Background: an optimization exercise with open tools, aiming at small area and a short achievable clock period. Do not read the settings as production practice. Function was checked by simulation only, so behaviour that the tests miss may differ from the original.

==> flow/design.v <==
module finv_pipe #(
   parameter int LATENCY = 2
) (
   input  logic        clk,
   input  logic        rst,
   input  logic        valid_in,
   input  logic [31:0] x,
   output logic        valid_out,
   output logic [31:0] y,
   output logic        ovf
);
   if (LATENCY != 2) begin : g_latency_check
      $error("finv_pipe: only LATENCY=2 is implemented");
   end
   localparam int ND = 12;    
   localparam int W  = 25;    
   localparam int KA = 2;     
   localparam int LB = 11;    
   function automatic logic [3:0] qsel_f(input logic [6:0] s, input logic [6:0] c,
                                         input logic [2:0] d3);
      logic signed [6:0] n, m2, m1, m0, mm1;
      logic ge2, ge1, ge0, gem1;
      n = $signed(s + c);
      m1 = d3[2] ? 7'sd6 : 7'sd4;
      m0 = d3[2] ? -7'sd8 : -7'sd5;
      case (d3)
         3'd0: begin m2 = 7'sd12; mm1 = -7'sd13; end
         3'd1: begin m2 = 7'sd14; mm1 = -7'sd15; end
         3'd2: begin m2 = 7'sd15; mm1 = -7'sd16; end
         3'd3: begin m2 = 7'sd16; mm1 = -7'sd18; end
         3'd4: begin m2 = 7'sd18; mm1 = -7'sd20; end
         3'd5: begin m2 = 7'sd20; mm1 = -7'sd20; end
         3'd6: begin m2 = 7'sd22; mm1 = -7'sd22; end
         default: begin m2 = 7'sd24; mm1 = -7'sd24; end
      endcase
      ge2  = (n >= m2);
      ge1  = (n >= m1);
      ge0  = (n >= m0);
      gem1 = (n >= mm1);
      qsel_f = {ge1, ~ge0, ge2 | ~gem1, (ge1 & ~ge2) | (gem1 & ~ge0)};
   endfunction
   logic        s_a;
   logic [7:0]  e_a;
   logic [22:0] f_a;
   logic [22:0] mf_a;      
   logic        nan_a, inf_a, zro_a;
   logic [7:0]  eb_a;      
   logic [W-1:0] dm_a;
   assign s_a = x[31];
   assign e_a = x[30:23];
   assign f_a = x[22:0];
   always_comb begin
      nan_a = (e_a == 8'hFF) && (f_a != 23'h0);
      zro_a = ((e_a == 8'hFF) && (f_a == 23'h0)) || (e_a == 8'hFE);
      inf_a = (e_a == 8'h00) && (f_a[22:21] == 2'b00);
      if (e_a != 8'h00) begin
         mf_a = f_a;
         eb_a = 8'd253 - e_a;
      end else if (f_a[22]) begin
         mf_a = {f_a[21:0], 1'b0};
         eb_a = 8'd253;
      end else begin
         mf_a = {f_a[20:0], 2'b00};
         eb_a = 8'd254;
      end
   end
   logic [KA+1:0][W-1:0] as, ac;
   logic [KA+1:2][2:0]   qa;
   assign dm_a  = {2'b01, mf_a};
   assign as[1] = ~(mf_a[22] ? dm_a : (dm_a << 1));
   assign ac[1] = W'(1) + (W'(1) << 24);
   for (genvar j = 2; j <= KA + 1; j++) begin : g_arow
      logic [3:0]   q;
      logic [W-1:0] s4, c4, op;
      assign q  = qsel_f(as[j-1][W-1:W-7], ac[j-1][W-1:W-7], mf_a[22:20]);
      assign qa[j] = q[2:0];
      assign s4 = as[j-1] << 2;
      assign c4 = ac[j-1] << 2;
      assign op = ((q[1] ? (dm_a << 1) : '0) | (q[0] ? dm_a : '0)) ^ {W{q[3]}};
      assign as[j] = s4 ^ c4 ^ op;
      assign ac[j] = {(s4[W-2:0] & c4[W-2:0]) | (s4[W-2:0] & op[W-2:0]) | (c4[W-2:0] & op[W-2:0]), q[3]};
   end
   logic         v1, s1, nan1, zro1, inf1;
   logic [7:0]   eb1;
   logic [22:0]  mf1;
   logic [KA+1:2][2:0] qa1;
   always_ff @(posedge clk) begin
      if (rst) v1 <= 1'b0;
      else     v1 <= valid_in;
      s1   <= s_a;
      nan1 <= nan_a;
      zro1 <= zro_a;
      inf1 <= inf_a;
      eb1  <= eb_a;
      mf1  <= mf_a;
      qa1  <= qa;
   end
   logic         s2, nan2, zro2, inf2;
   logic [7:0]   eb2;
   logic [22:0]  mf2;
   logic [W-1:0] ws2;
   logic [W-1:0] wc2;
   logic [LB:2]  qn2, qt2, qo2;
   logic [W-1:0] dm2;
   assign dm2 = {2'b01, mf2};
   logic [W-1:0] dm;
   logic [ND:0][W-1:0] ws, wc;
   logic [ND:0]  qn, q2, q1;    
   assign dm    = {2'b01, mf1};
   assign ws[1] = ~(mf1[22] ? dm : (dm << 1));
   assign wc[1] = W'(1) + (W'(1) << 24);
   for (genvar j = 2; j <= ND; j++) begin : g_row
      logic [3:0]   q;
      logic [W-1:0] s_in, c_in, m, s4, c4, op;
      logic [2:0]   d3;
      if (j == LB + 1) begin : g_c2
         assign s_in = ws2;
         assign c_in = wc2;
      end else begin : g_c1
         assign s_in = ws[j-1];
         assign c_in = wc[j-1];
      end
      assign m  = (j <= LB) ? dm : dm2;
      assign d3 = (j <= LB) ? mf1[22:20] : mf2[22:20];
      if (j <= KA + 1) begin : g_qa
         assign q = {~qa1[j][2] & (qa1[j][1] | qa1[j][0]), qa1[j]};
      end else begin : g_qs
         assign q = qsel_f(s_in[W-1:W-7], c_in[W-1:W-7], d3);
      end
      assign qn[j] = q[2];
      assign q2[j] = q[1];
      assign q1[j] = q[0];
      assign s4 = s_in << 2;
      assign c4 = c_in << 2;
      assign op = ((q[1] ? (m << 1) : '0) | (q[0] ? m : '0)) ^ {W{q[3]}};
      assign ws[j][1:0] = op[1:0];
      assign wc[j][0]   = q[3];
      assign wc[j][2:1] = 2'b00;
      for (genvar i = 2; i < W; i++) begin : g_b
         if (j == 2 || i == 3 || i == 4 || i == W - 1) begin : g_l
            if (i < W - 1) begin : g_c
               assign {wc[j][i+1], ws[j][i]} = 2'(s4[i]) + 2'(c4[i]) + 2'(op[i]);
            end else begin : g_t
               assign ws[j][i] = s4[i] ^ c4[i] ^ op[i];
            end
         end else begin : g_f
            finv_fa u_f (.a(s4[i]), .b(c4[i]), .c(op[i]), .s(ws[j][i]), .co(wc[j][i+1]));
         end
      end
   end
   always_ff @(posedge clk) begin
      if (rst) valid_out <= 1'b0;
      else     valid_out <= v1;
      s2   <= s1;
      nan2 <= nan1;
      zro2 <= zro1;
      inf2 <= inf1;
      eb2  <= eb1;
      mf2  <= mf1;
      ws2  <= ws[LB];
      wc2  <= {wc[LB][W-1:3], 2'b00, wc[LB][0]};
      qn2  <= qn[LB:2];
      qt2  <= q2[LB:2];
      qo2  <= q1[LB:2];
   end
   logic [W+1:0] mx, tp, tm;
   logic         up, dn;
   assign mx = {4'b0001, mf2};
   logic [W-1:0] fs, fc;
   if (LB == ND) begin : g_fr
      assign fs = ws2;
      assign fc = wc2;
   end else begin : g_fw
      assign fs = ws[ND];
      assign fc = wc[ND];
   end
   assign tp = {fs, 2'b00} + {fc, 2'b00} - mx;
   assign tm = {fs, 2'b00} + {fc, 2'b00} + mx;
   assign up = ~tp[W+1];
   assign dn = tm[W+1];
   logic [23:0] pv, nv, sq;
   always_comb begin
      pv = '0;
      nv = '0;
      pv[23:22] = {~mf2[22], mf2[22]};
      for (int j = 2; j <= ND; j++) begin
         if (j <= LB) begin
            pv[2*(ND-j) +: 2] = {qt2[j] & ~qn2[j], qo2[j] & ~qn2[j]};
            nv[2*(ND-j) +: 2] = {qt2[j] & qn2[j], qo2[j] & qn2[j]};
         end else begin
            pv[2*(ND-j) +: 2] = {q2[j] & ~qn[j], q1[j] & ~qn[j]};
            nv[2*(ND-j) +: 2] = {q2[j] & qn[j], q1[j] & qn[j]};
         end
      end
   end
   logic [23:0] sq0, sq1;
   assign sq0 = pv + ~nv;
   assign sq1 = pv + ~nv + 24'd1;
   function automatic logic [32:0] pack(input logic [23:0] sq, input logic b0,
                                        input logic s, input logic nan, input logic inf,
                                        input logic zro, input logic [7:0] eb,
                                        input logic [22:0] mf);
      logic cy, of, uf;
      cy = sq[23];
      of = (eb == 8'd254) && cy;
      uf = (eb == 8'd0) && !cy;
      if (nan)
         pack = {1'b0, s, 8'hFF, 1'b1, mf[21:0]};
      else if (inf || (!zro && of))
         pack = {1'b1, s, 8'hFF, 23'h0};
      else if (!zro && !uf)
         pack = {1'b0, s, cy ? eb + 8'd1 : eb, sq[21:0], b0};
      else
         pack = 33'h0;
   endfunction
   logic [32:0] r0, r1;
   assign r0 = pack(sq0, 1'b1, s2, nan2, inf2, zro2, eb2, mf2);
   assign r1 = pack(sq1, up, s2, nan2, inf2, zro2, eb2, mf2);
   assign {ovf, y} = dn ? r0 : r1;
endmodule
module finv_fa (
   input  logic a,
   input  logic b,
   input  logic c,
   output logic s,
   output logic co
);
   assign s  = a ^ b ^ c;
   assign co = (a & b) | (a & c) | (b & c);
endmodule
==> flow/config.mk <==
export PLATFORM = sky130hd
export DESIGN_NAME = finv_pipe
export DESIGN_NICKNAME = finv_pipe
export VERILOG_FILES = /design/flow/design.v
export SDC_FILE = /design/flow/constraint.sdc
export NUM_CORES = 4
export LEC_CHECK = 0
export ABC_AREA = 1
export CAP_MARGIN = 20
export CORE_MARGIN = 2
export CORE_UTILIZATION = 40
export SLEW_MARGIN = 20
export SYNTH_HIERARCHICAL = 1
export SYNTH_MINIMUM_KEEP_SIZE = 0
==> flow/constraint.sdc <==
create_clock -name core_clock -period 125.0 [get_ports {clk}]
set_input_delay 25.0000 -clock core_clock [delete_from_list [all_inputs] [get_ports {clk}]]
set_output_delay 25.0000 -clock core_clock [all_outputs]
set_load 0.01 [all_outputs]
run.sh (not shown) runs the stock make flow with config.mk's settings and CLKGATE_MAP_FILE= SYNTH_SCRIPT=/design/flow/synth_recipe.tcl, a recipe that flattens the netlist after the stock synthesis.
Next try:
==> flow/flow/run.sh (new file) <==
#!/bin/bash
set -euo pipefail
bash standard.sh "BUFFER_PORTS_ARGS=-buffer_cell sky130_fd_sc_hd__buf_2" SETUP_SLACK_MARGIN=90 finish > make.log 2>&1
==> flow/standard.sh (new file) <==
#!/bin/bash
# synth_recipe.tcl (not shown) runs the flow's synth.tcl, then flattens the netlist and writes it again
# the make line also repeats each setting of config.mk as NAME=value (left out here)
make -C /OpenROAD-flow-scripts/flow DESIGN_CONFIG=/design/flow/config.mk WORK_HOME=/design/flow/orfs CLKGATE_MAP_FILE= SYNTH_SCRIPT=/design/flow/synth_recipe.tcl "${@:-finish}"
--- a/flow/config.mk
+++ b/flow/config.mk
@@ -9,5 +9,6 @@
 export CAP_MARGIN = 20
 export CORE_MARGIN = 2
-export CORE_UTILIZATION = 40
+export CORE_UTILIZATION = 60
+export CTS_BUF_LIST = sky130_fd_sc_hd__clkbuf_4 sky130_fd_sc_hd__clkbuf_8
 export SLEW_MARGIN = 20
 export SYNTH_HIERARCHICAL = 1
removed: flow/run.sh
What happened:
- The changed run produced a clean layout
- via count grows by 4.4%
- routed wire length grows by 0.93%
- clock skew grows by 9.5 ps
- setup slack gets better by 2400 ps
- count of clock-buffer cells in the layout stays the same
- worst hold slack gets better by 3.6 ps
Next try:
==> flow/flow/run.sh (replaced) <==
#!/bin/bash
set -euo pipefail
bash standard.sh "BUFFER_PORTS_ARGS=-buffer_cell sky130_fd_sc_hd__buf_2" SETUP_SLACK_MARGIN=89 finish > make.log 2>&1
--- a/flow/config.mk
+++ b/flow/config.mk
@@ -9,5 +9,5 @@
 export CAP_MARGIN = 20
 export CORE_MARGIN = 2
-export CORE_UTILIZATION = 60
+export CORE_UTILIZATION = 40
 export CTS_BUF_LIST = sky130_fd_sc_hd__clkbuf_4 sky130_fd_sc_hd__clkbuf_8
 export SLEW_MARGIN = 20
=> Die area climbs by 49%. Routed wire length went down by about 2.7%. Register-to-register slack got worse by 410 ps.
Next try:
==> flow/flow/run.sh (replaced) <==
#!/bin/bash
set -euo pipefail
bash standard.sh "BUFFER_PORTS_ARGS=-buffer_cell sky130_fd_sc_hd__buf_2" SETUP_SLACK_MARGIN=91 finish > make.log 2>&1
Die area stays the same.
Critical path depth shrinks by 4.
Synthesized cell count is unchanged.
Worst hold slack is about the same.
Fmax grows by about 4.5%.
Global-route usage grows by 0.18 points.
Cell area grows by about 2.8%.
Via count grows by about 1.4%.
Next try:
==> flow/flow/run.sh (replaced) <==
#!/bin/bash
set -euo pipefail
bash standard.sh "BUFFER_PORTS_ARGS=-buffer_cell sky130_fd_sc_hd__buf_2" SETUP_SLACK_MARGIN=90 finish > make.log 2>&1
Result: Design area falls by 2.1%. Cell count goes down by 0.72%. Routed wire length shrinks by 1.3%. Fmax is lower by 2.3%. Worst setup slack loses 780 ps.

-- static timing again, ports no longer ideal --
No port has a modelled driver above. Below, the same layouts with a new extraction and two added sets of constraints. Step 1 sets driving cells, clkbuf_16 on the clock port and buf_2 on the other inputs (assumed; they add their load-dependent delay and slew). Step 2, shift: input delay + t, output delay - t, t = (earliest + latest rising clock arrival at the registers) / 2. This alone moves slack from input paths to output paths. Three values: no drivers, after step 1, after step 2; two values: the first two.
run | shift t [ns] | slack for setup (ns) | clock arrival spread, ns | worst data-port slew with drivers (ns)
the first run | 0.522 | 88.159 / 88.096 / 88.618 | 0.033 / 0.034 | 0.07
the second run | 0.544 | 90.533 / 90.486 / 91.030 | 0.032 / 0.031 | 0.05
the third run | 0.561 | 89.964 / 89.906 / 90.468 | 0.039 / 0.039 | 0.05
the fourth run | 0.569 | 91.471 / 91.418 / 91.513 | 0.039 / 0.039 | 0.05
the fifth run | 0.564 | 90.687 / 90.630 / 91.194 | 0.041 / 0.041 | 0.05
After both steps every run listed still meets setup and hold.
